Source: an optimization exercise on an open RTL-to-GDS flow (aim: small area, a short achievable clock period and few clock cycles per item). Production flows keep margins and buffers that such runs may drop. At most, simulation tests tie the RTL to the original design; equivalence was not proved. The RTL of runs 4 and 5 was laid out without a check of its function. The clock port is modelled as an ideal driver, which makes a skipped or thinned clock tree look cheaper than it is; a real chip needs a root buffer or a tree. Power is estimated from default activity; no workload was simulated.

==> design/flow/design.v <==
`timescale 1ns/10ps
`default_nettype none
module wr_req_merge_top (
  input  wire                                        clk,
  input  wire                                        rst_n,
  input  wire [5-1:0]                    req_en,
  input  wire [5*32-1:0] req_data,
  output logic [5-1:0]                   req_avail_in,
  input  wire                                        avail_out,
  output logic                                       out_en,
  output logic [32-1:0]              out_data
);
  localparam int P = 5;
  localparam int DW = 32;
  localparam int BL = 4;
  logic [DW-1:0] slot [0:P*BL-1];
  logic [P*3-1:0] cnt;        
  logic [P*2-1:0] wp;         
  logic [P*BL-1:0] le;        
  logic [P-1:0] we;
  logic [P-1:0] full;
  logic av_r;
  logic active;               
  logic [P-1:0] cur;          
  logic [BL-1:0] widx;        
  logic [P*BL-1:0] sel;       
  logic [P-1:0] nxt;          
  logic nv;
  logic [P-1:0] rr;           
  logic [P-1:0] cand;
  logic [P-1:0] pick;
  logic any;
  logic [P-1:0] almost;       
  logic [P-1:0] cand_idle;
  logic [P-1:0] pick_idle;
  logic send;
  logic last;
  logic load;
  assign cand = full & ~(cur & {P{active}}) & ~(nxt & {P{nv}});
  assign any = |cand;
  assign cand_idle = full | (almost & req_en);
  always_comb begin
    pick_idle = '0;
    for (int i = P - 1; i >= 0; i--) begin
      if (cand_idle[i]) begin
        pick_idle = '0;
        pick_idle[i] = 1'b1;
      end
    end
  end
  always_comb begin
    logic found;
    pick = '0;
    found = 1'b0;
    for (int k = 0; k < P; k++) begin
      for (int i = 0; i < P; i++) begin
        if (rr[k] && !found && cand[(k + i) % P]) begin
          pick[(k + i) % P] = 1'b1;
          found = 1'b1;
        end
      end
    end
  end
  assign send = av_r && active;
  assign last = send && widx[BL-1];
  assign load = last || !active;
  for (genvar i = 0; i < P; i++) begin : gen_sel
    assign sel[BL*i +: BL] = widx & {BL{cur[i]}};
  end
  always_ff @(posedge clk or negedge rst_n) begin
    if (!rst_n) begin
      av_r <= 1'b0;
      active <= 1'b0;
      cur <= '0;
      widx <= BL'(1);
      nxt <= '0;
      nv <= 1'b0;
      rr <= P'(1);
      out_en <= 1'b0;
    end else begin
      av_r <= avail_out;
      out_en <= send;
      if (!active) begin
        cur <= pick_idle;
        active <= |cand_idle;
        widx <= BL'(1);
      end else if (last) begin
        cur <= nv ? nxt : pick;
        active <= nv || any;
        widx <= BL'(1);
      end else if (send) begin
        widx <= {widx[BL-2:0], widx[BL-1]};
      end
      if (!load && !nv) begin
        nxt <= pick;
        nv <= any;
      end else if (load) begin
        nv <= 1'b0;
      end
      if (active && !nv && any) begin
        rr <= {pick[P-2:0], pick[P-1]};
      end
    end
  end
  for (genvar i = 0; i < P; i++) begin : gen_client
    logic [1:0] wpi;
    logic [1:0] wpx;
    logic [2:0] ci;
    logic rdi;
    logic fulln;
    assign wpi = wp[2*i +: 2];
    assign ci = cnt[3*i +: 3];
    assign we[i] = req_en[i];
    assign rdi = send && cur[i];
    assign wpx = wpi + {1'b0, we[i]};
    assign fulln = !rdi && (we[i] ? (ci == 3'd3) : ci[2]);
    assign full[i] = ci[2];
    assign almost[i] = (ci == 3'd3);
    for (genvar j = 0; j < BL; j++) begin : gen_le
      assign le[BL*i+j] = (wpi == 2'(j)) && !ci[2];
    end
    for (genvar j = 0; j < BL; j++) begin : gen_slot
      always_ff @(posedge clk) begin
        if (le[BL*i+j]) begin
          slot[BL*i+j] <= req_data[DW*i +: DW];
        end
      end
    end
    always_ff @(posedge clk or negedge rst_n) begin
      if (!rst_n) begin
        cnt[3*i +: 3] <= '0;
        wp[2*i +: 2] <= '0;
        req_avail_in[i] <= 1'b0;
      end else begin
        if (we[i] && !rdi) begin
          cnt[3*i +: 3] <= ci + 3'd1;
        end else if (rdi && !we[i]) begin
          cnt[3*i +: 3] <= ci - 3'd1;
        end
        wp[2*i +: 2] <= wpx;
        req_avail_in[i] <= !fulln;
      end
    end
  end
  always_ff @(posedge clk) begin
    logic [DW-1:0] d;
    d = '0;
    for (int k = 0; k < P*BL; k++) begin
      d = d | (slot[k] & {DW{sel[k]}});
    end
    out_data <= d;
  end
endmodule
`default_nettype wire
==> design/flow/flow/run.sh <==
#!/bin/bash
# The standard layout (standard.sh, unchanged synthesis), with three
# changes to how the layout is made:
# - ports are buffered with buf_1 cells (repair sizes them up where timing
#   needs it) instead of the larger default buffer;
# - the flow settings in config.mk.
# Each ORFS step writes its full log under orfs/logs; make's own output goes
# to standard_flow.log here.
set -euo pipefail
here=$(cd "$(dirname "${BASH_SOURCE[0]}")" && pwd)
export CTS_ARGS="-sink_clustering_enable -repair_clock_nets -dont_use_dummy_load -sink_clustering_size 30 -sink_clustering_max_diameter 60 -buf_list sky130_fd_sc_hd__clkbuf_16"
export POST_CTS_TCL="$here/collapse_root.tcl"
export BUFFER_PORTS_ARGS="-buffer_cell sky130_fd_sc_hd__buf_1"
export PRE_DETAIL_PLACE_TCL="$here/outbuf_pull.tcl"
bash standard.sh > standard_flow.log 2>&1
==> design/flow/flow/collapse_root.tcl <==
set block [ord::get_db_block]
set clk_net [[$block findBTerm clk] getNet]
set loads {}
foreach it [$clk_net getITerms] {
  if {[[$it getMTerm] getIoType] eq "INPUT"} { lappend loads $it }
}
if {[llength $loads] == 1} {
  set root [[lindex $loads 0] getInst]
  set root_net ""
  foreach it [$root getITerms] {
    if {[[$it getMTerm] getIoType] eq "OUTPUT"} { set root_net [$it getNet] }
  }
  set outs {}
  foreach it [$root_net getITerms] {
    if {[[$it getMTerm] getIoType] eq "INPUT"} { lappend outs $it }
  }
  if {[string match *clkbuf* [[$root getMaster] getName]] && [llength $outs] <= 4} {
    puts "collapse_root: [$root getName] drove [llength $outs] cells; the clock port drives them now"
    foreach it $outs {
      $it disconnect
      $it connect $clk_net
    }
    odb::dbInst_destroy $root
    odb::dbNet_destroy $root_net
  } else {
    puts "collapse_root: root [$root getName] drives [llength $outs] cells; tree kept"
  }
}
==> design/flow/flow/outbuf_pull.tcl <==
# Before detailed placement: move each output port's buffer next to the
# register that drives it, so that the strong port buffer, not the register,
# drives the wire to the pin. Detailed placement then makes the placement
# legal.
set block [ord::get_db_block]
set moved 0
foreach bt [$block getBTerms] {
  if {[$bt getIoType] ne "OUTPUT"} continue
  set buf ""
  foreach it [[$bt getNet] getITerms] {
    if {[[$it getMTerm] getIoType] eq "OUTPUT"} { set buf [$it getInst] }
  }
  if {$buf eq ""} continue
  set n2 ""
  foreach it [$buf getITerms] {
    if {[[$it getMTerm] getIoType] eq "INPUT" && [[$it getMTerm] getSigType] eq "SIGNAL"} { set n2 [$it getNet] }
  }
  if {$n2 eq ""} continue
  set ff ""
  set loads 0
  foreach it [$n2 getITerms] {
    if {[[$it getMTerm] getIoType] eq "OUTPUT"} { set ff [$it getInst] } else { incr loads }
  }
  if {$ff eq "" || $loads != 1 || ![[$ff getMaster] isSequential]} continue
  set loc [$ff getLocation]
  $buf setLocation [expr {[lindex $loc 0] + [[$ff getMaster] getWidth]}] [lindex $loc 1]
  incr moved
}
puts "outbuf_pull: moved $moved output buffers next to their registers"
==> design/flow/standard.sh <==
#!/bin/bash
# synth_recipe.tcl (not shown) runs the flow's synth.tcl, then flattens the netlist and writes it again
# the make line also repeats each setting of config.mk as NAME=value (left out here)
make -C /OpenROAD-flow-scripts/flow DESIGN_CONFIG=/design/flow/config.mk WORK_HOME=/design/flow/orfs CLKGATE_MAP_FILE= SYNTH_SCRIPT=/design/flow/synth_recipe.tcl "${@:-finish}"
==> design/flow/config.mk <==
export PLATFORM = sky130hd
export DESIGN_NAME = wr_req_merge_top
export DESIGN_NICKNAME = wr_req_merge_top
export VERILOG_FILES = /design/flow/design.v
export SDC_FILE = /design/flow/constraint.sdc
export NUM_CORES = 4
export LEC_CHECK = 0
export CAP_MARGIN = 20
export CORE_MARGIN = 2
export CORE_UTILIZATION = 70
export SETUP_SLACK_MARGIN = 3.55
export SLEW_MARGIN = 20
==> design/flow/constraint.sdc <==
create_clock -name core_clock -period 5.5 [get_ports {clk}]
set_input_delay 1.1000 -clock core_clock [delete_from_list [all_inputs] [get_ports {clk}]]
set_output_delay 1.1000 -clock core_clock [all_outputs]
set_load 0.01 [all_outputs]
==> reports/results.tsv, run 1 <==
metric	value	unit
status	finished clean	
routed_wl	71500	um
critical_path_required	4.40	ns
fill_cells	2075	
dr.pass1.iters	6	
yosys_warnings	2	
clkSlewWorstSetupHoldPaths	0.10	ns
initial_core_util	70.6	%
num_io_pins	206	
finalSetupViolations	0	
start_kind	flop	
drcViolationCount	0	
critical_path_arrival	0.88	ns
yosys-top-cells-area	edfxtp_1, dfrtp_1, a221oi_1, a22o_1, a22oi_1	
die_w	198	um
grt_pass1_vias	15200	
finish.utilization	78.3	%
cp_slowest_stage_delay	0.39	ns
grt.total_usage	36.9	%
max_freq	506	MHz
drt_iter0_markers	2020	
p_leak	9.41	nW
fin_nets	1825	
synthDistinctLibCells	56	
worst_pin_slew	0.782	ns
syn_nets	1635	
synth_top_flop_cell	edfxtp_1	
worstReg2RegStart	cnt[8]$_DFFE_PN0P_	
power_density	453	mW/mm2
rsz0062_at_grt	true	
min_path_type	reg2reg	
grt_max_degree	54	
reg2reg_slack	3.58	ns
crit_end	out_en	
drv_slew	0	
netlist.area_leader.share	72.7	%
synth_edf_count	640	
critPathKind	reg2out	
tns	0	ns
grt_pass1_wl	100000	um
period_minus_slack	1.98	ns
die_h	198	um
dieArea	0.0393	mm2
port-buffer-count	205	
yosys.area.top_type	edfxtp_1	
rows	71	
worst_r2r_endpoint	slot[11][12]$_DFFE_PP_	
cp_num_cells	1	
ir_drop	0.523	mV
synth_seq_cells	725	
areaGrowthSynthToFinish	10.9	%
syn_avg_cell_area	18.2	um2
whs	0.459	ns
hold_viol_final	0	
insertion_delay	0.40	ns
grt_antenna_before_repair	15	
clock_sinks	725	
gp_congestion	0.827	
synthCells	1452	
synth_area	0.0264	mm2
cp.buffers_inverters	1	
worstPathCellList	buf_6	
via_count	15400	
ys_seq_area_share	80.2	%
cp_top_family	flip-flops	
finClkSkew	0.0562	ns
end_kind	output port	
drt.antenna.violating_nets	0	
core_area	0.0374	mm2
final_layout_size_suffix_gt1_share	14.1	%
ff2ff_path_depth	2	
dp_hpwl	38000	um
worst-path-max-fanout	1	
crit_path_start	out_en$_DFF_PN0_	
multi_input_area	0.00518	mm2
relSlewSlack	47.9	%
viasPerCell	7.14	
grt_remaining_overflow	0	
final.period_utilization	35.9	%
async_reset_ff_share	7.31	%
maxCapViolCount	0	
ff_latch_area	0.0212	mm2
critPathSlowestCell	dfrtp_1	
post_drt_wl_per_cell	33.1	um
[flip-flops by register name, summed over array words and instances, names as in the netlist]
register,count
slot,640
out_data,32
cnt,15
wp,10
cur,5
nxt,5
req_avail_in,5
rr,5
widx,4
active,1
av_r,1
nv,1
out_en,1
[layout make-up]
type                       count  share of cell area [%]
antenna                       11                  0.0940
clock buffer                  37                    3.16
inverter                       9                   0.115
multi-input combinational    625                    17.7
sequential                   725                    72.4
tap                          511                    2.18
timing repair buffer         244                    4.32
[power breakdown]
group          total [mW]  switching, mW  internal [mW]
Sequential           8.21          0.582           7.62
Combinational        2.33           1.72          0.614
Clock                2.73           1.52           1.21
[layer usage]
metal  GRT usage, %  share of wire [%]
met1           50.8                 36
met2           58.3                 47
met3           9.20                 13
met4           13.7                3.4
met5              0              0.066
[through the flow]
step	area, um2	power [mW]	std cells	worst slack [ns]
3_3_place_gp	27900	10.4	2101	3.03
3_5_place_dp	27900	10.5	2101	3.00
2_1_floorplan	26600	9.26	1452	3.16
5_1_grt	29300	13.6	2160	3.49
6_report	29300	13.3	2162	3.52
[cells by family (layout without fill, tap and decap cells)]
kind of cell	count (synthesis)	count (layout)	share of synthesized area, %
AO/OA/AOI/OAI	379	379	11.7
XOR/XNOR	20	20	0.663
adder cells (fa/ha/maj)	15	15	0.852
buffers and inverters	102	290	1.69
flip-flops	725	725	80.2
multiplexers	10	10	0.403
other	0	11	0
AND/OR/NAND/NOR	201	201	4.48
[Yosys cell counts, types with 4 or more instances]
| master | instances |
|---|---|
| edfxtp_1 | 640 |
| a22oi_1 | 118 |
| a221oi_1 | 103 |
| a22o_1 | 103 |
| clkbuf_1 | 55 |
| dfrtp_1 | 51 |
| nand4_1 | 37 |
| nand2_1 | 36 |
| dfxtp_1 | 32 |
| buf_2 | 29 |
| and2_1 | 20 |
| nand4b_1 | 20 |
| nor2_1 | 18 |
| xor2_1 | 14 |
| nand3_1 | 13 |
| and3_1 | 12 |
| o21ai_0 | 12 |
| nor3b_1 | 11 |
| ha_1 | 10 |
| a21oi_1 | 9 |
| inv_1 | 9 |
| a31oi_1 | 8 |
| nand2b_1 | 8 |
| nor2b_1 | 7 |
| nor3_1 | 7 |
| xnor2_1 | 6 |
| a22oi_2 | 5 |
| fa_1 | 5 |
| mux2_2 | 5 |
| mux2i_1 | 5 |
| and3b_1 | 4 |
| buf_1 | 4 |
| o31ai_1 | 4 |
[worst min-delay path by stage]
stage / from / endpoint / slack [ns] / depth (start not counted)
6_report: slot[12][5]$_DFFE_PP_ / out_data[5]$_DFF_P_ / 0.46 / 2
3_5_place_dp: slot[18][1]$_DFFE_PP_ / out_data[1]$_DFF_P_ / 0.46 / 2
3_3_place_gp: slot[18][1]$_DFFE_PP_ / out_data[1]$_DFF_P_ / 0.45 / 2
5_1_grt: slot[16][28]$_DFFE_PP_ / out_data[28]$_DFF_P_ / 0.50 / 2
2_1_floorplan: slot[18][11]$_DFFE_PP_ / out_data[11]$_DFF_P_ / 0.44 / 2
[cells in the final DEF (no fill, tap or decap), types with 5 or more instances in the layout]
| master | synthesis | routed |
|---|---|---|
| nor3b_4 | 0 | 10 |
| nand2b_1 | 8 | 7 |
| ha_4 | 0 | 5 |
| diode_2 | 0 | 11 |
| buf_6 | 3 | 28 |
| nor3_4 | 0 | 5 |
| clkbuf_2 | 1 | 8 |
| nor2_1 | 18 | 18 |
| dfrtp_1 | 51 | 43 |
| inv_2 | 0 | 5 |
| and3_1 | 12 | 10 |
| mux2_2 | 5 | 5 |
| fa_2 | 0 | 5 |
| xnor2_1 | 6 | 6 |
| a221oi_1 | 103 | 102 |
| o21ai_0 | 12 | 10 |
| buf_1 | 4 | 162 |
| a22oi_1 | 118 | 117 |
| a22o_1 | 103 | 103 |
| nand3_1 | 13 | 12 |
| edfxtp_1 | 640 | 640 |
| buf_4 | 1 | 29 |
| nand4b_1 | 20 | 20 |
| dfxtp_1 | 32 | 19 |
| nand2_1 | 36 | 32 |
| clkbuf_16 | 0 | 37 |
| buf_2 | 29 | 17 |
| and2_4 | 0 | 19 |
| dfxtp_2 | 0 | 13 |
| a22oi_2 | 5 | 6 |
| mux2i_1 | 5 | 5 |
| nor2b_1 | 7 | 7 |
| xor2_1 | 14 | 14 |
| a21oi_1 | 9 | 9 |
| nand4_1 | 37 | 37 |
| ha_1 | 10 | 5 |
| dfrtp_2 | 0 | 7 |
Testbench counts, summed over its fixed seeds: cycles 11,814, items 9,752.
==> inputs of run 2 (changes only) <==
--- a/design/flow/flow/run.sh
+++ b/design/flow/flow/run.sh
@@ -3,6 +3,8 @@
 # changes to how the layout is made:
 # - ports are buffered with buf_1 cells (repair sizes them up where timing
 #   needs it) instead of the larger default buffer;
+# - outbuf_pull.tcl, run before detailed placement, puts each output
+#   port's buffer next to the register that drives it;
 # - the flow settings in config.mk.
 # Each ORFS step writes its full log under orfs/logs; make's own output goes
 # to standard_flow.log here.
--- a/design/flow/config.mk
+++ b/design/flow/config.mk
@@ -5,6 +5,7 @@
 export SDC_FILE = /design/flow/constraint.sdc
 export NUM_CORES = 4
 export LEC_CHECK = 0
+export ABC_AREA = 1
 export CAP_MARGIN = 20
 export CORE_MARGIN = 2
 export CORE_UTILIZATION = 70
==> reports/results.tsv, run 2 <==
metric	value	unit	change
status	finished clean		
tns	0	ns	unchanged
worst_pin_slew	0.764	ns	-0.0176 ns
grt_remaining_overflow	0		unchanged
ff2ff_path_depth	14		+12
yosys-top-cells-area	edfxtp_1, nand2_1, dfrtp_1, nand4_1, dfxtp_1		
hold_viol_final	0		unchanged
yosys.area_share.xor_xnor	0.489	%	-0.17 points
insertion_delay	0.39	ns	about the same
p_leak	11.0	nW	+17%
yosysMostFrequentCell	edfxtp_1		
max_freq	393	MHz	-22%
synth-compound-area-share	4.81	%	-6.9 points
relSlewSlack	48.8	%	+0.89 points
synthSimpleGateAreaFrac	12.9	%	+8.4 points
gp_congestion	0.875		+5.8%
whs	0.437	ns	-0.0218 ns
finClkSkew	0.0430	ns	-0.0132 ns
synth_area	0.0269	mm2	+1.7%
min_path_type	reg2reg		
yosys.area.top_type	edfxtp_1		
num_io_pins	206		unchanged
critical_path_required	5.77	ns	+1.37 ns
routed_wl	65300	um	-8.6%
grt_util_met2	54.3	%	-4.1 points
worstReg2RegStart	cur[0]$_DFFE_PN0P_		
finalPower	12.4	mW	-6.7%
clock_sinks	725		unchanged
reg2reg_slack	2.95	ns	-0.63 ns
critPathKind	reg2reg		
synth_top_family_by_area	simple AND/OR/NAND/NOR gates		
largest_reg_flops	640		unchanged
dr.pass1.iters	6		unchanged
die_w	200	um	+0.84%
post_drt_wl_per_cell	24.5	um	-26%
rsz0062_at_grt	true		
crit_path_start	cur[0]$_DFFE_PN0P_		
clkSlewWorstSetupHoldPaths	0.09	ns	about the same
drcViolationCount	0		unchanged
grt_max_degree	54		unchanged
areaGrowthSynthToFinish	16.8	%	
finalSetupViolations	0		unchanged
viasPerCell	6.29		-12%
met3_usage	6.38	%	-2.8 points
initial_core_util	71.2	%	+0.54 points
final_common_cell	edfxtp_1		
synthCells	1868		+29%
end_kind	flop		
die_h	200	um	+0.84%
fill_cells	1912		-7.9%
final_layout_size_suffix_gt1_share	20.3	%	+6.2 points
drv_slew	0		unchanged
grt.total_usage	32.1	%	-4.8 points
syn_avg_cell_area	14.4	um2	-21%
finish.utilization	83.2	%	+4.9 points
grt_pass1_vias	16300		+7.2%
crit_end	out_data[7]$_DFF_P_		
syn_nets	2051		+25%
synth_top_flop_cell	edfxtp_1		
port-buffer-count	205		unchanged
dieArea	0.0400	mm2	+1.7%
synth_fa_ha_area_share	0.838	%	-0.014 points
worst-path-max-fanout	16		+15
power_density	394	mW/mm2	-13%
core_area	0.0378	mm2	+0.95%
grt_antenna_before_repair	15		unchanged
yosys_warnings	2		unchanged
via_count	16800		+8.7%
ir_drop	0.503	mV	-3.8%
rows	71		unchanged
maxCapViolCount	0		unchanged
final.period_utilization	46.3	%	+10 points
grt-busiest-layer	met2		
worst_r2r_endpoint	out_data[7]$_DFF_P_		
dp_hpwl	38600	um	+1.6%
largest-register	slot		
ys_seq_area_share	78.8	%	-1.4 points
synth_edf_count	640		unchanged
ys_top_cells_by_count	edfxtp_1, nand2_1, nand4_1		
synthDistinctLibCells	51		-8.9%
async_reset_ff_share	7.31	%	unchanged
drt.antenna.violating_nets	0		unchanged
critical_path_arrival	2.82	ns	+1.94 ns
fin_nets	2331		+28%
reg_top3	slot (640), out_data (32), cnt (15)		
period_minus_slack	2.55	ns	+0.571 ns
grt_pass1_wl	93700	um	-6.3%
netlist.area_leader.share	71.5	%	-1.2 points
final_cell_mix	edfxtp_1, nand2_1, buf_1		
start_kind	flop		
drt_iter0_markers	1582		-22%
synth_mux_area_share	0.210	%	-0.19 points
synth_seq_cells	725		unchanged
grtUsageMet1	42.1	%	-8.7 points
## run 2: worst max-delay path, stage by stage (launching register included)
cell and delay, ns:
dfrtp_2 0.47, nand2_2 0.12, inv_4 0.07, buf_12 0.16, a22o_1 0.21, a21oi_2 0.10
nand4_1 0.19, a21oi_2 0.17, nand4_1 0.15, a21oi_2 0.17, nand4_1 0.16, a21oi_2 0.19
nand3_1 0.10, a21oi_2 0.11, nand3_1 0.07
## run 2: how the worst min path moves through the flow
stage,to,cells past startpoint,from
floorplan,out_data[12]$_DFF_P_,2,slot[18][12]$_DFFE_PP_
global placement,out_data[4]$_DFF_P_,2,slot[19][4]$_DFFE_PP_
detailed placement,out_data[9]$_DFF_P_,2,slot[19][9]$_DFFE_PP_
global route,out_data[17]$_DFF_P_,2,slot[19][17]$_DFFE_PP_
finish,out_data[31]$_DFF_P_,2,slot[19][31]$_DFFE_PP_
## run 2: cell families (layout without fill, tap and decap cells)
group                    Yosys count  after routing
flip-flops                       725            725
adder cells (fa/ha/maj)           15             15
XOR/XNOR                          15             15
other                              0             10
multiplexers                       5              5
AO/OA/AOI/OAI                    196            196
buffers and inverters            132            410
AND/OR/NAND/NOR                  780            780
## run 2: layout make-up
| cell class | count | area, um2 | share of cell area (%) |
|---|---|---|---|
| well taps | 511 | 639 | 2.04 |
| flip-flops and latches | 725 | 21200 | 67.6 |
| repair buffers | 304 | 1930 | 6.14 |
| multi-input cells | 1011 | 6350 | 20.2 |
| inverters | 68 | 298 | 0.948 |
| diodes | 10 | 25.0 | 0.0797 |
| clock buffers | 38 | 951 | 3.03 |
## run 2: through the flow
step / cells / worst slack [ns] / area, um2
after floorplan: 1868 / 3.23 / 27100
after global placement: 2561 / 2.78 / 28700
after detailed placement: 2561 / 2.70 / 28700
after global routing: 2661 / 2.86 / 31400
final: 2667 / 2.95 / 31400
## run 2: metal layers
layer	wire length [um]	vias up
li1	-	7407
met1	23900	8414
met2	33500	776
met3	5430	160
met4	2430	16
met5	115	-
## run 2: report_power, final
group	switching (mW)	internal [mW]	total, mW
logic	1.20	0.355	1.55
clock network	1.52	1.24	2.76
registers	0.531	7.53	8.07
total	3.25	9.13	12.4
==> inputs of run 3 (changes only) <==
--- a/design/flow/config.mk
+++ b/design/flow/config.mk
@@ -5,7 +5,6 @@
 export SDC_FILE = /design/flow/constraint.sdc
 export NUM_CORES = 4
 export LEC_CHECK = 0
-export ABC_AREA = 1
 export CAP_MARGIN = 20
 export CORE_MARGIN = 2
 export CORE_UTILIZATION = 70
==> reports/results.tsv, run 3 <==
metric	value	unit	change
status	finished clean		
worst-path-max-fanout	1		-15
grt_antenna_before_repair	15		unchanged
grt-busiest-layer	met2		
grt_pass1_vias	15200		-6.7%
rsz0062_at_grt	true		
worst_r2r_endpoint	slot[11][12]$_DFFE_PP_		
grt_util_met2	58.3	%	+4.1 points
drcViolationCount	0		unchanged
p_leak	9.41	nW	-14%
areaGrowthSynthToFinish	10.9	%	
syn_avg_cell_area	18.2	um2	+26%
clock_sinks	725		unchanged
synthDistinctLibCells	56		+9.8%
synth-compound-area-share	11.7	%	+6.9 points
hold_viol_final	0		unchanged
drt_iter0_markers	2020		+28%
end_kind	output port		
fill_cells	2075		+8.5%
fin_nets	1825		-22%
via_count	15400		-8.0%
synthSimpleGateAreaFrac	4.48	%	-8.4 points
worstReg2RegStart	cnt[8]$_DFFE_PN0P_		
synth_top_flop_cell	edfxtp_1		
clkSlewWorstSetupHoldPaths	0.10	ns	about the same
min_to	out_data[5]$_DFF_P_		
viasPerCell	7.14		+14%
final_cell_mix	edfxtp_1, buf_1, a22oi_1		
hp-start	slot[12][5]$_DFFE_PP_		
pwr-share-seq	61.9	%	-3.3 points
gp_congestion	0.827		-5.5%
yosys-top-cells-area	edfxtp_1, dfrtp_1, a221oi_1, a22o_1, a22oi_1		
synth_mux_area_share	0.403	%	+0.19 points
design_area	0.0293	mm2	-6.7%
ys_top_cells_by_count	edfxtp_1, a22oi_1, a221oi_1, a22o_1, clkbuf_1		
largest_reg_flops	640		unchanged
worst_pin_slew	0.782	ns	+0.0176 ns
core_area	0.0374	mm2	-0.94%
dieArea	0.0393	mm2	-1.7%
tns	0	ns	unchanged
ff2ff_path_depth	2		-12
syn_nets	1635		-20%
critical_path_arrival	0.88	ns	-1.94 ns
synthCells	1452		-22%
post_drt_wl_per_cell	33.1	um	+35%
drt.antenna.violating_nets	0		unchanged
final_common_cell	edfxtp_1		
finClkSkew	0.0562	ns	+0.0132 ns
met3_usage	9.20	%	+2.8 points
ys_seq_area_share	80.2	%	+1.4 points
synth_area	0.0264	mm2	-1.7%
reg_top3	slot (640), out_data (32), cnt (15)		
min_path_type	reg2reg		
dpl-instance-area	0.0279	mm2	-2.7%
grt_remaining_overflow	0		unchanged
critPathKind	reg2out		
relSlewSlack	47.9	%	-0.89 points
cp_num_cells	1		-13
holdPathStages	2		unchanged
cp.buffers_inverters	1		-1
port-buffer-count	205		unchanged
grt_max_degree	54		unchanged
whs	0.459	ns	+0.0218 ns
async_reset_ff_share	7.31	%	unchanged
maxCapViolCount	0		unchanged
critical_path_required	4.40	ns	-1.37 ns
insertion_delay	0.40	ns	about the same
period_minus_slack	1.98	ns	-0.571 ns
grt_pass1_wl	100000	um	+6.7%
drv_slew	0		unchanged
power.switching	3.82	mW	+18%
dp_hpwl	38000	um	-1.5%
start_kind	flop		
grt.total_usage	36.9	%	+4.8 points
ir_drop	0.523	mV	+3.9%
swShare	28.8	%	+2.6 points
reg2reg_slack	3.58	ns	+0.63 ns
finalSetupViolations	0		unchanged
p_int	9.44	mW	+3.5%
netlist.area_leader.share	72.7	%	+1.2 points
power_frac_comb	17.6	%	+5.1 points
die_h	198	um	-0.84%
initial_core_util	70.6	%	-0.54 points
critPathSlowestCell	dfrtp_1		
max_freq	506	MHz	+29%
yosys_warnings	2		unchanged
final.period_utilization	35.9	%	-10 points
num_io_pins	206		unchanged
synth_top_family_by_area	compound AO/OA/AOI/OAI gates		
yosys.area.top_type	edfxtp_1		
cp_slowest_stage_delay	0.39	ns	-0.08 ns
synth_seq_cells	725		unchanged
die_w	198	um	-0.84%
rows	71		unchanged
largest-register	slot		
grtUsageMet1	50.8	%	+8.7 points
power_density	453	mW/mm2	+15%
final_layout_size_suffix_gt1_share	14.1	%	-6.2 points
clkPwrFrac	20.6	%	-1.7 points
cp_top_family	flip-flops		
synth_edf_count	640		unchanged
routed_wl	71500	um	+9.4%
synth_fa_ha_area_share	0.852	%	+0.014 points
dr.pass1.iters	6		unchanged
yosys.area_share.xor_xnor	0.663	%	+0.17 points
worstPathCellList	buf_6		
yosysMostFrequentCell	edfxtp_1		
-- run 3: power groups by stage --
stage / Sequential (mW) / Combinational (mW) / Clock (mW)
2_1_floorplan: 8.14 / 1.12 / 0
3_3_place_gp: 8.24 / 2.12 / 0
3_5_place_dp: 8.29 / 2.17 / 0
5_1_grt: 8.31 / 2.43 / 2.88
6_report: 8.21 / 2.33 / 2.73
-- run 3: logic make-up (layout without fill, tap and decap cells) --
| kind of cell | after synthesis | in the layout |
|---|---|---|
| adder cells (fa/ha/maj) | 15 | 15 |
| AO/OA/AOI/OAI | 379 | 379 |
| AND/OR/NAND/NOR | 201 | 201 |
| flip-flops | 725 | 725 |
| other | 0 | 11 |
| buffers and inverters | 102 | 290 |
| multiplexers | 10 | 10 |
| XOR/XNOR | 20 | 20 |
-- run 3: worst min-delay path, stage by stage (launching register included) --
cell and delay, ns:
edfxtp_1 0.33, a22oi_1 0.06, nand4_1 0.06
-- run 3: layout make-up --
| class | count | area (um2) | area share (%) |
|---|---|---|---|
| multi-input combinational | 625 | 5180 | 17.7 |
| clock buffer | 37 | 926 | 3.16 |
| timing repair buffer | 244 | 1270 | 4.32 |
| tap | 511 | 639 | 2.18 |
| inverter | 9 | 33.8 | 0.115 |
| sequential | 725 | 21200 | 72.4 |
| antenna | 11 | 27.5 | 0.0940 |
-- run 3: stage by stage --
stage | power, mW | setup slack [ns] | instances | util, %
6_report | 13.3 | 3.52 | 2162 | 78.3
3_3_place_gp | 10.4 | 3.03 | 2101 | 74.6
2_1_floorplan | 9.26 | 3.16 | 1452 | -
3_5_place_dp | 10.5 | 3.00 | 2101 | 74.6
5_1_grt | 13.6 | 3.49 | 2160 | 78.3
-- run 3: layer usage --
metal | routed length [um] | up-vias | part of all wire (%)
met1 | 25600 | 7724 | 36
li1 | - | 6349 | -
met2 | 33800 | 1179 | 47
met5 | 47 | - | 0.066
met4 | 2440 | 8 | 3.4
met3 | 9590 | 176 | 13
-- run 3: worst max path at each step --
| stage | startpoint | endpoint | slack (ns) |
|---|---|---|---|
| 5_1_grt | req_avail_in[3]$_DFF_PN0_ | req_avail_in[3] | 3.49 |
| 3_5_place_dp | active$_DFF_PN0_ | cnt[13]$_DFFE_PN0P_ | 3.00 |
| 6_report | out_en$_DFF_PN0_ | out_en | 3.52 |
| 3_3_place_gp | active$_DFF_PN0_ | cnt[13]$_DFFE_PN0P_ | 3.03 |
| 2_1_floorplan | cnt[8]$_DFFE_PN0P_ | slot[10][0]$_DFFE_PP_ | 3.16 |
==> inputs of run 4 (changes only) <==
--- a/design/flow/design.v
+++ b/design/flow/design.v
@@ -24,8 +24,6 @@
   logic [P-1:0] cur;          
   logic [BL-1:0] widx;        
   logic [P*BL-1:0] sel;       
-  logic [P-1:0] nxt;          
-  logic nv;
   logic [P-1:0] rr;           
   logic [P-1:0] cand;
   logic [P-1:0] pick;
@@ -35,8 +33,7 @@
   logic [P-1:0] pick_idle;
   logic send;
   logic last;
-  logic load;
-  assign cand = full & ~(cur & {P{active}}) & ~(nxt & {P{nv}});
+  assign cand = full & ~(cur & {P{active}});
   assign any = |cand;
   assign cand_idle = full | (almost & req_en);
   always_comb begin
@@ -63,7 +60,6 @@
   end
   assign send = av_r && active;
   assign last = send && widx[BL-1];
-  assign load = last || !active;
   for (genvar i = 0; i < P; i++) begin : gen_sel
     assign sel[BL*i +: BL] = widx & {BL{cur[i]}};
   end
@@ -73,8 +69,6 @@
       active <= 1'b0;
       cur <= '0;
       widx <= BL'(1);
-      nxt <= '0;
-      nv <= 1'b0;
       rr <= P'(1);
       out_en <= 1'b0;
     end else begin
@@ -85,19 +79,13 @@
         active <= |cand_idle;
         widx <= BL'(1);
       end else if (last) begin
-        cur <= nv ? nxt : pick;
-        active <= nv || any;
+        cur <= pick;
+        active <= any;
         widx <= BL'(1);
       end else if (send) begin
         widx <= {widx[BL-2:0], widx[BL-1]};
       end
-      if (!load && !nv) begin
-        nxt <= pick;
-        nv <= any;
-      end else if (load) begin
-        nv <= 1'b0;
-      end
-      if (active && !nv && any) begin
+      if (last && any) begin
         rr <= {pick[P-2:0], pick[P-1]};
       end
     end
==> reports/results.tsv, run 4 <==
metric	value	unit	change
clkSlewWorstSetupHoldPaths	0.11	ns	about the same
dpl-instance-area	0.0276	mm2	-0.92%
post_drt_wl_per_cell	34.8	um	+5.2%
netlist.area_leader.share	73.6	%	+0.84 points
synth_area	0.0261	mm2	-1.1%
drt_iter0_markers	2634		+30%
p_leak	9.58	nW	+1.8%
worstReg2RegStart	active$_DFF_PN0_		
ys_top_cells_by_count	edfxtp_1, a22oi_1, a221oi_1, a22o_1, clkbuf_1		
yosys.area.top_type	edfxtp_1		
design_area	0.0295	mm2	+0.80%
dp_hpwl	37700	um	-0.97%
max_freq	472	MHz	-6.8%
final_layout_size_suffix_gt1_share	17.5	%	+3.4 points
critical_path_arrival	2.35	ns	+1.47 ns
end_kind	flop		
die_h	197	um	-0.56%
drt.antenna.violating_nets	0		unchanged
tns	0	ns	unchanged
worstPathCellList	buf_6 -> buf_6 -> o21bai_1 -> nand3b_1 -> o21ai_2 -> a31oi_2 -> buf_4 -> o22a_1 -> o21a_1 -> o22ai_1		
power_density	473	mW/mm2	+4.5%
wl_met2	35300	um	+4.4%
maxCapViolCount	0		unchanged
fin_nets	1851		+1.4%
initial_core_util	71.2	%	+0.53 points
yosys_warnings	2		unchanged
worst_r2r_endpoint	cur[4]$_DFFE_PN0P_		
grt_pass1_vias	15300		+0.50%
syn_avg_cell_area	18.2	um2	-0.18%
period_minus_slack	2.12	ns	+0.143 ns
largest_reg_flops	640		unchanged
final_common_cell	edfxtp_1		
drt-met1-wl	26400	um	+3.4%
clock_sinks	719		-0.83%
reg2reg_slack	3.38	ns	-0.20 ns
final.period_utilization	38.5	%	+2.6 points
ir_drop	0.873	mV	+67%
rsz0062_at_grt	true		
relSlewSlack	48.1	%	+0.27 points
grt.total_usage	38.4	%	+1.4 points
areaGrowthSynthToFinish	13.1	%	
crit_path_start	active$_DFF_PN0_		
critical_path_required	5.74	ns	+1.34 ns
highest_layer	met5		
reg_top3	slot (640), out_data (32), cnt (15)		
insertion_delay	0.42	ns	+0.02 ns
status	finished clean		
die_w	197	um	-0.56%
synth_seq_cells	719		-0.83%
fill_cells	1884		-9.2%
finClkSkew	0.0760	ns	+0.0198 ns
routed_wl	74400	um	+4.2%
setup_ws	3.38	ns	-0.143 ns
yosys-top-cells-area	edfxtp_1, dfrtp_1, a22oi_1, a221oi_1, a22o_1		
synth_top_flop_cell	edfxtp_1		
drcViolationCount	0		unchanged
synthCells	1438		-0.96%
num_io_pins	206		unchanged
yosysMostFrequentCell	edfxtp_1		
syn_nets	1621		-0.86%
via_count	15800		+2.5%
dr.pass1.iters	5		-1
cp_top_family	compound AO/OA/AOI/OAI gates		
grt_remaining_overflow	0		unchanged
final_cell_mix	edfxtp_1, buf_1, a22oi_1		
ff2ff_path_depth	10		+8
post-place-ws	2.91	ns	-0.0885 ns
port-buffer-count	205		unchanged
grt_pass1_wl	104000	um	+3.5%
grt_max_degree	48		-11%
largest-register	slot		
worst-path-max-fanout	5		+4
worst_pin_slew	0.778	ns	-0.00400 ns
viasPerCell	7.39		+3.5%
synthDistinctLibCells	57		+1.8%
start_kind	flop		
finalSetupViolations	0		unchanged
critPathSlowestCell	dfrtp_4		
cp.buffers_inverters	3		+2
cp_num_cells	10		+9
gp_congestion	0.896		+8.3%
dieArea	0.0389	mm2	-1.1%
rows	70		-1.4%
critPathKind	reg2reg		
hold_viol_final	0		unchanged
met3_length	10000	um	+4.8%
cpMostUsedCell	buf_6		
async_reset_ff_share	6.54	%	-0.77 points
ys_seq_area_share	80.6	%	+0.35 points
synth_edf_count	640		unchanged
cp_slowest_stage_delay	0.52	ns	+0.13 ns
core_area	0.0367	mm2	-1.9%
drv_slew	0		unchanged
crit_end	cur[4]$_DFFE_PN0P_		
grt_antenna_before_repair	9		-6
min_path_type	reg2reg		
## run 4: cell types whose count changed in the layout (fill, tap and decap cells not counted), moves of 7 or more
| cell | change |
|---|---|
| dfrtp_1 | -12 |
| a22oi_1 | +13 |
| a22o_1 | -8 |
| buf_4 | +24 |
| a221oi_1 | -8 |
| and2_2 | +7 |
| o21ai_0 | -9 |
## run 4: cell type report
cell class                 instances  area, um2  area share (%)
antenna                            7       17.5          0.0593
inverter                          10       37.5           0.127
tap                              468        586            1.98
clock buffer                      37        926            3.14
multi-input combinational        617       5240            17.7
sequential                       719      21100            71.4
timing repair buffer             283       1640            5.55
## run 4: where the power goes
group | switching, mW | internal (mW)
logic | 2.17 | 0.909
registers | 0.552 | 7.61
clock network | 1.52 | 1.20
total | 4.25 | 9.73
## run 4: worst reg2reg max path: stages, from the launching register on
cell	delay, ns
dfrtp_4	0.52
buf_6	0.15
buf_6	0.12
o21bai_1	0.15
nand3b_1	0.11
o21ai_2	0.08
a31oi_2	0.31
buf_4	0.19
o22a_1	0.14
o21a_1	0.14
o22ai_1	0.09
## run 4: metrics by stage
| step | power (mW) | util, % | cells | hold slack, ns |
|---|---|---|---|---|
| 5_1_grt | 14.3 | 80.4 | 2138 | 0.481 |
| 2_1_floorplan | 9.55 | - | 1438 | 0.444 |
| 3_3_place_gp | 10.8 | 75.3 | 2049 | 0.458 |
| 6_report | 14.0 | 80.5 | 2141 | 0.458 |
| 3_5_place_dp | 10.9 | 75.3 | 2049 | 0.458 |
## run 4: worst min path at each step
stage / start / to / slack [ns] / depth (start not counted)
6_report: slot[3][2]$_DFFE_PP_ / out_data[2]$_DFF_P_ / 0.46 / 2
5_1_grt: slot[17][31]$_DFFE_PP_ / out_data[31]$_DFF_P_ / 0.48 / 2
3_5_place_dp: slot[0][18]$_DFFE_PP_ / out_data[18]$_DFF_P_ / 0.46 / 2
3_3_place_gp: slot[7][31]$_DFFE_PP_ / out_data[31]$_DFF_P_ / 0.46 / 2
2_1_floorplan: slot[11][0]$_DFFE_PP_ / out_data[0]$_DFF_P_ / 0.44 / 2
## run 4: cells by family after synthesis
family | synth area share (%)
AOI/OAI and AO/OA | 11.4
xor gates and xnor gates | 0.704
adders and majority gates | 0.862
buffers and inverters | 1.53
DFF | 80.6
muxes | 0.484
and+or+nand+nor | 4.46
## run 4: per-layer routing
| layer | vias up | track usage (%) |
|---|---|---|
| met5 | - | 0 |
| met4 | 8 | 13.8 |
| met3 | 183 | 7.91 |
| met2 | 1316 | 60.9 |
| met1 | 7955 | 54.2 |
| li1 | 6361 | - |
==> inputs of run 5 (changes only) <==
--- a/design/flow/design.v
+++ b/design/flow/design.v
@@ -33,7 +33,7 @@
   logic [P-1:0] pick_idle;
   logic send;
   logic last;
-  assign cand = full & ~(cur & {P{active}});
+  assign cand = full & ~cur;
   assign any = |cand;
   assign cand_idle = full | (almost & req_en);
   always_comb begin
==> reports/results.tsv, run 5 <==
metric	value	unit	change
status	finished clean		
clkPwrFrac	20.4	%	+0.9 points
syn_nets	1585		-2.2%
dp.cells	2026		-1.1%
grt_antenna_before_repair	15		+6
swShare	29.0	%	-1.4 points
synth_top_family_by_area	compound AO/OA/AOI/OAI gates		
grt_remaining_overflow	0		unchanged
clock_sinks	719		unchanged
synth_fa_ha_area_share	0.867	%	+0.0044 points
end_kind	flop		
rsz0062_at_grt	true		
post_drt_wl_per_cell	34.6	um	-0.37%
period_minus_slack	1.99	ns	-0.132 ns
core_area	0.0366	mm2	-0.24%
synthSimpleGateAreaFrac	4.23	%	-0.23 points
synthDistinctLibCells	50		-12%
final_layout_size_suffix_gt1_share	16.1	%	-1.5 points
fin_nets	1809		-2.3%
ir_drop	0.676	mV	-23%
cp_slowest_stage_delay	0.50	ns	-0.02 ns
dp_hpwl	37200	um	-1.1%
routed_wl	73000	um	-1.9%
via_count	15600		-1.5%
async_reset_ff_share	6.54	%	unchanged
min_to	out_data[11]$_DFF_P_		
grt_max_degree	48		unchanged
power_frac_comb	18.8	%	-3.3 points
power_density	458	mW/mm2	-3.2%
power.switching	3.89	mW	-8.4%
netlist.area_leader.share	74.0	%	+0.38 points
worstPathCellList	buf_6 -> nor2b_4 -> o211ai_1 -> a2bb2oi_2 -> or4b_4 -> a211oi_4 -> a311o_1		
worst_r2r_endpoint	cur[1]$_DFFE_PN0P_		
reg_top3	slot (640), out_data (32), cnt (15)		
insertion_delay	0.39	ns	-0.03 ns
hold_viol_final	0		unchanged
grt_pass1_vias	15000		-2.0%
initial_core_util	71.0	%	-0.20 points
synth_area	0.0260	mm2	-0.51%
grt.total_usage	37.5	%	-0.82 points
die_w	197	um	-0.25%
grt_pass1_wl	101000	um	-2.1%
final_common_cell	edfxtp_1		
dr.pass1.iters	5		unchanged
ff2ff_path_depth	7		-3
worstReg2RegStart	cur[3]$_DFFE_PN0P_		
design_area	0.0292	mm2	-0.99%
syn_avg_cell_area	18.5	um2	+2.0%
yosys.area.top_type	edfxtp_1		
max_freq	503	MHz	+6.6%
drt.antenna.violating_nets	0		unchanged
holdPathStages	2		unchanged
yosysMostFrequentCell	edfxtp_1		
synth-compound-area-share	11.2	%	-0.24 points
dieArea	0.0387	mm2	-0.50%
tns	0	ns	unchanged
synth_edf_count	640		unchanged
final.period_utilization	36.1	%	-2.4 points
drcViolationCount	0		unchanged
synth_mux_area_share	0.525	%	+0.041 points
finClkSkew	0.0477	ns	-0.0283 ns
drt_iter0_markers	2155		-18%
pwr-share-seq	60.8	%	+2.4 points
ys_seq_area_share	81.0	%	+0.42 points
die_h	197	um	-0.25%
p_int	9.51	mW	-2.3%
worst_pin_slew	0.787	ns	+0.00876 ns
critPathKind	reg2reg		
drv_slew	0		unchanged
min_path_type	reg2reg		
relSlewSlack	47.6	%	-0.58 points
port-buffer-count	205		unchanged
start_kind	flop		
critical_path_arrival	2.27	ns	-0.08 ns
fill_cells	1989		+5.6%
maxCapViolCount	0		unchanged
clkSlewWorstSetupHoldPaths	0.08	ns	-0.03 ns
largest_reg_flops	640		unchanged
reg2reg_slack	3.51	ns	+0.13 ns
critical_path_required	5.78	ns	+0.04 ns
critPathSlowestCell	or4b_4		
synth_top_flop_cell	edfxtp_1		
hp-start	slot[7][11]$_DFFE_PP_		
num_io_pins	206		unchanged
fin_cells	2108		-1.5%
viasPerCell	7.39		about the same
synthCells	1402		-2.5%
ys_top_cells_by_count	edfxtp_1, a22o_1, a221oi_1		
finalSetupViolations	0		unchanged
dpl-instance-area	0.0276	mm2	-0.30%
rows	70		unchanged
areaGrowthSynthToFinish	12.5	%	
largest-register	slot		
worst-path-max-fanout	5		unchanged
whs	0.472	ns	+0.0141 ns
yosys.area_share.xor_xnor	0.674	%	-0.030 points
gp_congestion	0.908		+1.4%
p_leak	9.47	nW	-1.2%
final_cell_mix	edfxtp_1, buf_1, a22o_1		
yosys_warnings	2		unchanged
synth_seq_cells	719		unchanged
yosys-top-cells-area	edfxtp_1, dfrtp_1, a22o_1, a221oi_1, a22oi_1		
run 5: cell types whose count changed in the layout (fill, tap and decap cells not counted), sizes merged, moves of 9 or more:
cell and delta:
buf -9, and3 +16, a22o +22, diode +9, a221oi +18, nand4b -15, a22oi -40
run 5: per-stage QoR:
stage | setup slack [ns] | utilization (%) | total power [mW]
final | 3.51 | 79.8 | 13.4
after global routing | 3.47 | 79.8 | 13.8
after detailed placement | 3.00 | 75.3 | 10.5
after global placement | 3.08 | 75.3 | 10.4
after floorplan | 3.24 | - | 9.21
run 5: final cells by class:
type	count	area, um2	area share, %
diodes	16	40.0	0.137
well taps	468	586	2.00
clock buffers	38	951	3.25
inverters	8	30.0	0.103
repair buffers	270	1540	5.26
flip-flops and latches	719	21100	72.1
multi-input cells	589	5020	17.2
run 5: worst max-delay path: cells and delay by family (launching register included):
| family | cells | cell delay (ns) |
|---|---|---|
| AO/OA/AOI/OAI | 4 | 0.68 |
| AND/OR/NAND/NOR | 2 | 0.66 |
| flip-flops | 1 | 0.44 |
| buffers and inverters | 1 | 0.14 |
run 5: worst max path at each step:
stage                                   from                    to  cells past startpoint
after floorplan           cnt[5]$_DFFE_PN0P_  slot[5][0]$_DFFE_PP_                      2
after global placement             req_en[0]    cnt[2]$_DFFE_PN0P_                      7
after detailed placement           req_en[1]    cur[4]$_DFFE_PN0P_                      7
after global routing      cur[0]$_DFFE_PN0P_  out_data[27]$_DFF_P_                      6
final                     cur[3]$_DFFE_PN0P_    cur[1]$_DFFE_PN0P_                      7
run 5: logic make-up after synthesis:
logic type	count (synthesis)
buffers and inverters	96
muxes	13
AOI/OAI and AO/OA	349
DFF	719
xor gates and xnor gates	20
and+or+nand+nor	190
adders and majority gates	15
run 5: layer usage:
layer / up-vias / part of all wire, % / GRT usage (%)
met3: 205 / 13 / 8.11
met2: 1333 / 48 / 60.7
met4: 6 / 3.7 / 12.3
met5: - / 0.064 / 0
li1: 6236 / - / -
met1: 7808 / 35 / 52.4
run 5: power by group through the flow:
stage,clock network [mW],logic (mW),registers (mW)
after floorplan,0,1.13,8.09
after global placement,0,2.17,8.21
after detailed placement,0,2.20,8.26
after global routing,2.91,2.62,8.24
final,2.73,2.52,8.15
==> inputs of run 6 (changes only) <==
==> design/flow/design.v (replaced) <==
`timescale 1ns/10ps
`default_nettype none
module wr_req_merge_top (
  input  wire                                        clk,
  input  wire                                        rst_n,
  input  wire [5-1:0]                    req_en,
  input  wire [5*32-1:0] req_data,
  output logic [5-1:0]                   req_avail_in,
  input  wire                                        avail_out,
  output logic                                       out_en,
  output logic [32-1:0]              out_data
);
  localparam int P = 5;
  localparam int DW = 32;
  localparam int BL = 4;
  logic [DW-1:0] slot [0:P*BL-1];
  logic [P*BL-1:0] v;         
  logic [P*BL-1:0] wp;        
  logic [P*BL-1:0] rd;        
  logic [P-1:0] we;
  logic [P-1:0] full;
  logic av_r;
  logic active;
  logic [P-1:0] cur;
  logic [BL-1:0] widx;
  logic [P*BL-1:0] sel;       
  logic [P-1:0] nxt;
  logic nv;
  logic [P-1:0] rr;           
  logic send;
  logic last;
  logic load;
  assign send = av_r && active;
  assign last = send && widx[BL-1];
  assign load = last || !active;
  for (genvar i = 0; i < P; i++) begin : gen_rd
    assign rd[BL*i +: BL] = widx & {BL{send && cur[i]}};
  end
  for (genvar i = 0; i < P; i++) begin : gen_client
    logic [BL-1:0] wpi;
    logic [BL-1:0] wpn;
    logic [BL-1:0] fr;
    logic [BL-1:0] vn;
    logic le_any;
    assign wpi = wp[BL*i +: BL];
    assign wpn = {wpi[BL-2:0], wpi[BL-1]};
    assign fr = ~v[BL*i +: BL] | rd[BL*i +: BL];
    assign le_any = |(wpi & ~v[BL*i +: BL]);
    assign we[i] = req_en[i] && le_any;
    assign vn = (v[BL*i +: BL] & ~rd[BL*i +: BL]) | (wpi & {BL{we[i]}});
    for (genvar j = 0; j < BL; j++) begin : gen_slot
      always_ff @(posedge clk) begin
        if (wpi[j] && !v[BL*i+j]) begin
          slot[BL*i+j] <= req_data[DW*i +: DW];
        end
      end
    end
    always_ff @(posedge clk or negedge rst_n) begin
      if (!rst_n) begin
        v[BL*i +: BL] <= '0;
        full[i] <= 1'b0;
        wp[BL*i +: BL] <= BL'(1);
        req_avail_in[i] <= 1'b0;
      end else begin
        v[BL*i +: BL] <= vn;
        full[i] <= &vn;
        if (we[i]) begin
          wp[BL*i +: BL] <= wpn;
          req_avail_in[i] <= |(wpn & fr);
        end else begin
          req_avail_in[i] <= |(wpi & fr);
        end
      end
    end
  end
  logic [P-1:0] cand;
  logic [P-1:0] pick;
  assign cand = full & ~(cur & {P{active}}) & ~(nxt & {P{nv}});
  always_comb begin
    logic [2*P-1:0] dbl;
    logic [2*P-1:0] rq;
    logic found;
    pick = '0;
    found = 1'b0;
    for (int k = 0; k < P; k++) begin
      for (int i = 0; i < P; i++) begin
        if (rr[k] && !found && cand[(k + i) % P]) begin
          pick[(k + i) % P] = 1'b1;
          found = 1'b1;
        end
      end
    end
  end
  always_ff @(posedge clk or negedge rst_n) begin
    if (!rst_n) begin
      av_r <= 1'b0;
      active <= 1'b0;
      cur <= '0;
      widx <= BL'(1);
      sel <= '0;
      nxt <= '0;
      nv <= 1'b0;
      rr <= P'(1);
      out_en <= 1'b0;
    end else begin
      av_r <= avail_out;
      out_en <= send;
      if (load) begin
        cur <= nv ? nxt : pick;
        active <= nv || (|cand);
        widx <= BL'(1);
        for (int i = 0; i < P; i++) begin
          sel[BL*i +: BL] <= {BL{nv ? nxt[i] : pick[i]}} & BL'(1);
        end
      end else if (send) begin
        widx <= {widx[BL-2:0], widx[BL-1]};
        for (int i = 0; i < P; i++) begin
          sel[BL*i +: BL] <= {BL{cur[i]}} & {widx[BL-2:0], widx[BL-1]};
        end
      end
      if (load != nv) begin
        nxt <= pick;
        nv <= |cand;
      end else if (load) begin
        nv <= 1'b0;
      end
      if ((load || !nv) && (|cand)) begin
        rr <= {pick[P-2:0], pick[P-1]};
      end
    end
  end
  always_ff @(posedge clk) begin
    logic [DW-1:0] d;
    d = '0;
    for (int k = 0; k < P*BL; k++) begin
      d = d | (slot[k] & {DW{sel[k]}});
    end
    out_data <= d;
  end
endmodule
`default_nettype wire
==> design/flow/flow/run.sh (replaced) <==
#!/bin/bash
set -euo pipefail
here=$(cd "$(dirname "${BASH_SOURCE[0]}")" && pwd)
export CTS_ARGS="-sink_clustering_enable -repair_clock_nets -dont_use_dummy_load -sink_clustering_size 30 -sink_clustering_max_diameter 60 -buf_list sky130_fd_sc_hd__clkbuf_16"
export POST_CTS_TCL="$here/collapse_root.tcl"
bash standard.sh > standard_flow.log 2>&1
--- a/design/flow/config.mk
+++ b/design/flow/config.mk
@@ -8,5 +8,5 @@
 export CAP_MARGIN = 20
 export CORE_MARGIN = 2
 export CORE_UTILIZATION = 70
-export SETUP_SLACK_MARGIN = 3.55
+export SETUP_SLACK_MARGIN = 3.5
 export SLEW_MARGIN = 20
removed: design/flow/flow/outbuf_pull.tcl
==> reports/results.tsv, run 6 <==
metric	value	unit	change
final.period_utilization	36.9	%	+0.73 points
dp.cells	2267		+12%
max_freq	493	MHz	-2.0%
finClkSkew	0.0622	ns	+0.0145 ns
syn_avg_cell_area	17.5	um2	-5.4%
critPathKind	reg2out		
largest_reg_flops	640		unchanged
worst-path-max-fanout	1		-4
design_area	0.0317	mm2	+8.5%
insertion_delay	0.41	ns	+0.02 ns
ys_top_cells_by_count	edfxtp_1, a22o_1, a221oi_1		
initial_core_util	71.3	%	+0.31 points
drcViolationCount	0		unchanged
tns	0	ns	unchanged
port-buffer-count	205		unchanged
critical_path_arrival	0.93	ns	-1.34 ns
clock_sinks	765		+6.4%
power_density	348	mW/mm2	-24%
finalPower	11.0	mW	-18%
yosysMostFrequentCell	edfxtp_1		
yosys.area.top_type	edfxtp_1		
drv_slew	0		unchanged
critPathSlowestCell	dfrtp_1		
status	finished clean		
viasPerCell	7.47		+1.1%
cp_slowest_stage_delay	0.41	ns	-0.09 ns
die_w	203	um	+3.1%
grt_max_degree	51		+6.3%
largest-register	slot		
synth_seq_cells	765		+6.4%
grt.total_usage	39.0	%	+1.5 points
start_kind	flop		
grt_antenna_before_repair	10		-5
gp_congestion	0.945		+4.0%
synth_top_flop_cell	edfxtp_1		
worst_pin_slew	0.811	ns	+0.0244 ns
grt_remaining_overflow	0		unchanged
dieArea	0.0411	mm2	+6.4%
grt_pass1_vias	17100		+14%
syn_nets	1748		+10%
yosys-top-cells-area	edfxtp_1, dfrtp_1, a22o_1, a221oi_1, dfxtp_1		
rsz0062_at_grt	true		
netlist.area_leader.share	69.4	%	-4.5 points
cp_top_family	flip-flops		
hold_viol_final	0		unchanged
areaGrowthSynthToFinish	14.6	%	
dp_hpwl	43800	um	+18%
maxCapViolCount	0		unchanged
final_cell_mix	edfxtp_1, clkdlybuf4s50_1, a22o_1		
reg_top3	slot (640), out_data (32)		
routed_wl	79900	um	+9.4%
period_minus_slack	2.03	ns	+0.0400 ns
p_leak	10.4	nW	+9.7%
ir_drop	0.319	mV	-53%
end_kind	output port		
synthDistinctLibCells	52		+4.0%
drt_iter0_markers	2649		+23%
drt.antenna.violating_nets	0		unchanged
synthCells	1578		+13%
grt_pass1_wl	113000	um	+11%
async_reset_ff_share	12.2	%	+5.6 points
min_path_type	reg2reg		
ys_seq_area_share	80.2	%	-0.77 points
dr.pass1.iters	6		+1
worstPathCellList	buf_6		
clkSlewWorstSetupHoldPaths	0.10	ns	+0.02 ns
final_common_cell	edfxtp_1		
fin_cells	2328		+10%
via_count	17400		+12%
core_area	0.0388	mm2	+6.1%
rows	72		+2.9%
fin_nets	1978		+9.3%
critical_path_required	4.40	ns	-1.38 ns
synth_area	0.0277	mm2	+6.5%
relSlewSlack	45.9	%	-1.6 points
finalSetupViolations	0		unchanged
final_layout_size_suffix_gt1_share	12.2	%	-3.8 points
dpl-instance-area	0.0305	mm2	+11%
yosys_warnings	2		unchanged
die_h	203	um	+3.1%
synth_edf_count	640		unchanged
post_drt_wl_per_cell	34.3	um	-0.98%
cp.buffers_inverters	1		unchanged
whs	0.451	ns	-0.0213 ns
num_io_pins	206		unchanged
-- run 6: final timing paths --
| kind | from | end | slack (ns) | cells past startpoint |
|---|---|---|---|---|
| max in group asynchronous | rst_n | widx[0]$_DFFE_PN1P_ | 3.91 | 2 |
| min reg2reg | slot[14][27]$_DFFE_PP_ | out_data[27]$_DFF_P_ | 0.45 | 2 |
| max | out_en$_DFF_PN0_ | out_en | 3.47 | 1 |
| min | slot[14][27]$_DFFE_PP_ | out_data[27]$_DFF_P_ | 0.45 | 2 |
| max reg2reg | wp[9]$_DFFE_PN0P_ | slot[9][19]$_DFFE_PP_ | 3.50 | 2 |
| min in group asynchronous | rst_n | rr[2]$_DFFE_PN0P_ | 0.71 | 1 |
-- run 6: power by group --
group          internal, mW  switching [mW]  leakage (nW)
clock                  1.21            1.57         0.456
sequential             6.73           0.241          7.12
combinational         0.499           0.797          2.81
total                  8.44            2.61          10.4
-- run 6: per-stage QoR --
step | util (%) | setup slack (ns)
2_1_floorplan | - | 3.59
3_3_place_gp | 78.6 | 3.18
3_5_place_dp | 78.6 | 3.05
5_1_grt | 81.7 | 3.46
6_report | 81.7 | 3.47
-- run 6: layout make-up --
| type | count | area (um2) |
|---|---|---|
| timing repair buffer | 265 | 2500 |
| tap | 518 | 648 |
| fill | 2001 | 7100 |
| antenna | 4 | 10.0 |
| multi-input combinational | 693 | 5220 |
| clock buffer | 37 | 926 |
| sequential | 765 | 22200 |
| inverter | 46 | 173 |
-- run 6: routing by layer --
layer	up-vias	global-route usage (%)	wire, um
met3	262	9.13	12100
met5	-	0	71
met1	8556	54.9	27100
li1	6910	-	-
met2	1663	61.6	37400
met4	10	13.5	3200
-- run 6: kinds of logic after synthesis --
family | synth area share (%)
compound gates | 13.3
buf+inv | 1.74
flops | 80.2
fa+ha+maj | 0.0904
simple gates | 4.36
mux | 0.289
Testbench counts of run 6, summed over its fixed seeds: cycles 11,987, items 9,752.

## re-timing with driven ports
The flow's constraints put no driver on any port. The routed layouts listed below were extracted and timed again, unchanged, in two steps. Step 1, drivers: a clkbuf_16 drives clk and a buf_2 each remaining input, both assumed. Step 2, shift: input delay + t, output delay - t, t = (earliest + latest rising clock arrival at the registers) / 2. This alone moves slack from input paths to output paths. a / b / c = ideal / step 1 / step 2; a / b = the first two.
| run | t (ns) | slack for setup (ns) | latest minus earliest clock arrival (ns) |
|---|---|---|---|
| run 1 | 0.493 | 3.524 / 3.401 / 3.157 | 0.057 / 0.057 |
| run 2 | 0.488 | 2.953 / 2.954 / 2.954 | 0.046 / 0.046 |
| run 3 | 0.493 | 3.524 / 3.401 / 3.157 | 0.057 / 0.057 |
| run 4 | 0.500 | 3.381 / 3.381 / 3.143 | 0.076 / 0.076 |
| run 5 | 0.475 | 3.512 / 3.437 / 3.199 | 0.053 / 0.053 |
| run 6 | 0.498 | 3.472 / 3.354 / 3.155 | 0.066 / 0.066 |
After both steps setup and hold are still met in every run listed.
